Source: an optimization exercise on an open RTL-to-GDS flow (aim: small area and a short achievable clock period). Production flows keep margins and buffers that such runs may drop.
Function was checked by simulation only, so behaviour that the tests miss may differ from the original.
Power figures rest on the tool's default switching activity, not on a simulated workload.

rev 12:
Design lambda_layer_top, start of the top module:
module lambda_layer_top #(
    parameter logic [15:0] RESET_SEED = 16'hACE1
) (
    input  wire                               clk,
    input  wire                               reset,
    input  wire [lambda_pkg::AXIL_ADDR_W-1:0] s_axil_awaddr,
    input  wire                               s_axil_awvalid,
    output logic                              s_axil_awready,
    input  wire [31:0]                        s_axil_wdata,
    input  wire [3:0]                         s_axil_wstrb,
    input  wire                               s_axil_wvalid,
    output logic                              s_axil_wready,
    output logic [1:0]                        s_axil_bresp,
    output logic                              s_axil_bvalid,
    input  wire                               s_axil_bready,
    input  wire [lambda_pkg::AXIL_ADDR_W-1:0] s_axil_araddr,
    input  wire                               s_axil_arvalid,
    output logic                              s_axil_arready,
    output logic [31:0]                       s_axil_rdata,
    output logic [1:0]                        s_axil_rresp,
    output logic                              s_axil_rvalid,
  ...
For scale: about 2,400 cells after synthesis, roughly 390 flip-flops, about 140 I/O pins, ~20,000 um^2 of cells after synthesis.
Settings: LEC_CHECK=0, ABC_AREA=1, ABC_CLOCK_PERIOD_IN_PS=3600, CAP_MARGIN=20, CORE_MARGIN=2, CORE_UTILIZATION=75, CTS_BUF_LIST=sky130_fd_sc_hd__clkbuf_8, CTS_CLUSTER_DIAMETER=74, CTS_CLUSTER_SIZE=15, PLACE_DENSITY=0.82, SETUP_SLACK_MARGIN=4.42, SLEW_MARGIN=20, TNS_END_PERCENT=25; clock period 8.0 ns.
standard.sh (not shown) runs the stock make flow with config.mk's settings and CLKGATE_MAP_FILE= SYNTH_SCRIPT=/design/flow/synth_recipe.tcl, a recipe that flattens the netlist after the stock synthesis.
==> flow/flow/run.sh <==
#!/bin/bash
# The standard layout, with each port buffered by the smallest buffer
# cell (sky130_fd_sc_hd__buf_1) instead of the one buffer_ports picks.
# Everything else, synthesis included, is standard.sh unchanged.
set -euo pipefail
export BUFFER_PORTS_ARGS="-buffer_cell sky130_fd_sc_hd__buf_1"
bash standard.sh synth > synth.log 2>&1
bash standard.sh > layout.log 2>&1
[inputs] rev 13 vs rev 12
# rev 12
export LEC_CHECK = 0
export ABC_AREA = 1
export ABC_CLOCK_PERIOD_IN_PS = 3600
export CAP_MARGIN = 20
export CORE_MARGIN = 2
export CORE_UTILIZATION = 75
export CTS_BUF_LIST = sky130_fd_sc_hd__clkbuf_8
export CTS_CLUSTER_DIAMETER = 74
export CTS_CLUSTER_SIZE = 15
export PLACE_DENSITY = 0.82
export SETUP_SLACK_MARGIN = 4.42
export SLEW_MARGIN = 20
export TNS_END_PERCENT = 25
create_clock -name core_clock -period 8.0 [get_ports {clk}]
# rev 13
export LEC_CHECK = 0
export ABC_AREA = 1
export ABC_CLOCK_PERIOD_IN_PS = 3600
export CAP_MARGIN = 20
export CORE_MARGIN = 2
export CORE_UTILIZATION = 75
export CTS_BUF_LIST = sky130_fd_sc_hd__clkbuf_8
export CTS_CLUSTER_DIAMETER = 74
export CTS_CLUSTER_SIZE = 15
export PLACE_DENSITY = 0.82
export SETUP_SLACK_MARGIN = 4.38
export SLEW_MARGIN = 20
create_clock -name core_clock -period 8.0 [get_ports {clk}]
==> results.txt <==
Wire length on met2 sits higher in rev 13 than in rev 12.
Of the two values seen for timing endpoint of the critical path, i_core.ca6[14]$_DFF_P_ was produced by rev 12 and s_axil_arready by rev 13.
Between rev 13 and rev 12, the post-route total power figures differ only marginally.
Diff rev 12 -> rev 13: net switching share of the total power about even, design area about even, met2 track utilization from global routing about even, highest attainable clock frequency rose about 1.9%.
Delta (rev 13 minus rev 12): number of clock-tree buffers in the layout stayed essentially flat; number of global-route vias before repair stayed essentially flat.

---

## 02-26
Another version of the RTL of lambda_layer_top (not shown whole).
Size: about 2500 cells after synthesis, ~390 flip-flops, roughly 140 I/O pins, ~21000 um^2 of cells after synthesis.
clock: 8.0 ns
lec_check: 0
abc_area: 1
abc_clock_period_in_ps: 3600
cap_margin: 20
core_margin: 2
core_utilization: 65
cts_buf_list: sky130_fd_sc_hd__clkbuf_4 sky130_fd_sc_hd__clkbuf_8
place_density: 0.75
setup_slack_margin: 4.2
slew_margin: 20
run.sh (not shown) runs the stock make flow with config.mk's settings and CLKGATE_MAP_FILE= SYNTH_SCRIPT=/design/flow/synth_recipe.tcl, a recipe that flattens the netlist after the stock synthesis.
Stock flow here: none of the scripts above is used.
02-26 ran to completion and came out clean on the timing, design-rule and antenna checks.
--- input diff 02-26..12-12 ---
Settings: a change of ABC_AREA from 1 to 0.
--- outcome ---
- Summary — wire length of the first global-routing pass, 12-12 relative to 02-26: lower, by about 9%.
- Compared with 02-26, 12-12 improves reported net switching power.
- Number of H-tree branching levels is higher on 02-26
- Synthesized cell count | 12-12 below 02-26
- 12-12 vs. 02-26: fraction of the cycle the final worst path needs increased 3.4 points; core utilization of the finished layout increased 3.6 points; post-cts sizing count increased 84; area of combinational cells with multiple inputs increased about 8%; detailed-route wire length decreased about 7%.
- Relative area of non-clock buffer cells in the final design up 1.5 points in 12-12 wrt 02-26

## static timing again, ports no longer ideal
The results above use ideal ports. As a check the final layouts listed here were re-extracted and re-timed, cells and wires unchanged. Step 1, drivers: a clkbuf_16 drives clk and a buf_2 each remaining input, both assumed. Step 2, shift: input delay + t, output delay - t, t = (earliest + latest rising clock arrival at the registers) / 2. This alone moves slack from input paths to output paths. a / b / c = no drivers / after step 1 / after step 2; a / b = the first two.
run	t (ns)	setup slack, ns	cell pins on the clock port's net
rev 12	0.657	4.340 / 4.337 / 3.927	1
rev 13	0.657	4.407 / 4.385 / 3.807	1
02-26	0.631	4.303 / 4.303 / 3.797	1
12-12	0.653	4.032 / 4.032 / 3.675	1
After both steps setup and hold are still met in every run listed. For rev 13, which loses most, drivers alone change the setup slack by -0.022 ns; drivers and shift together by -0.600 ns.
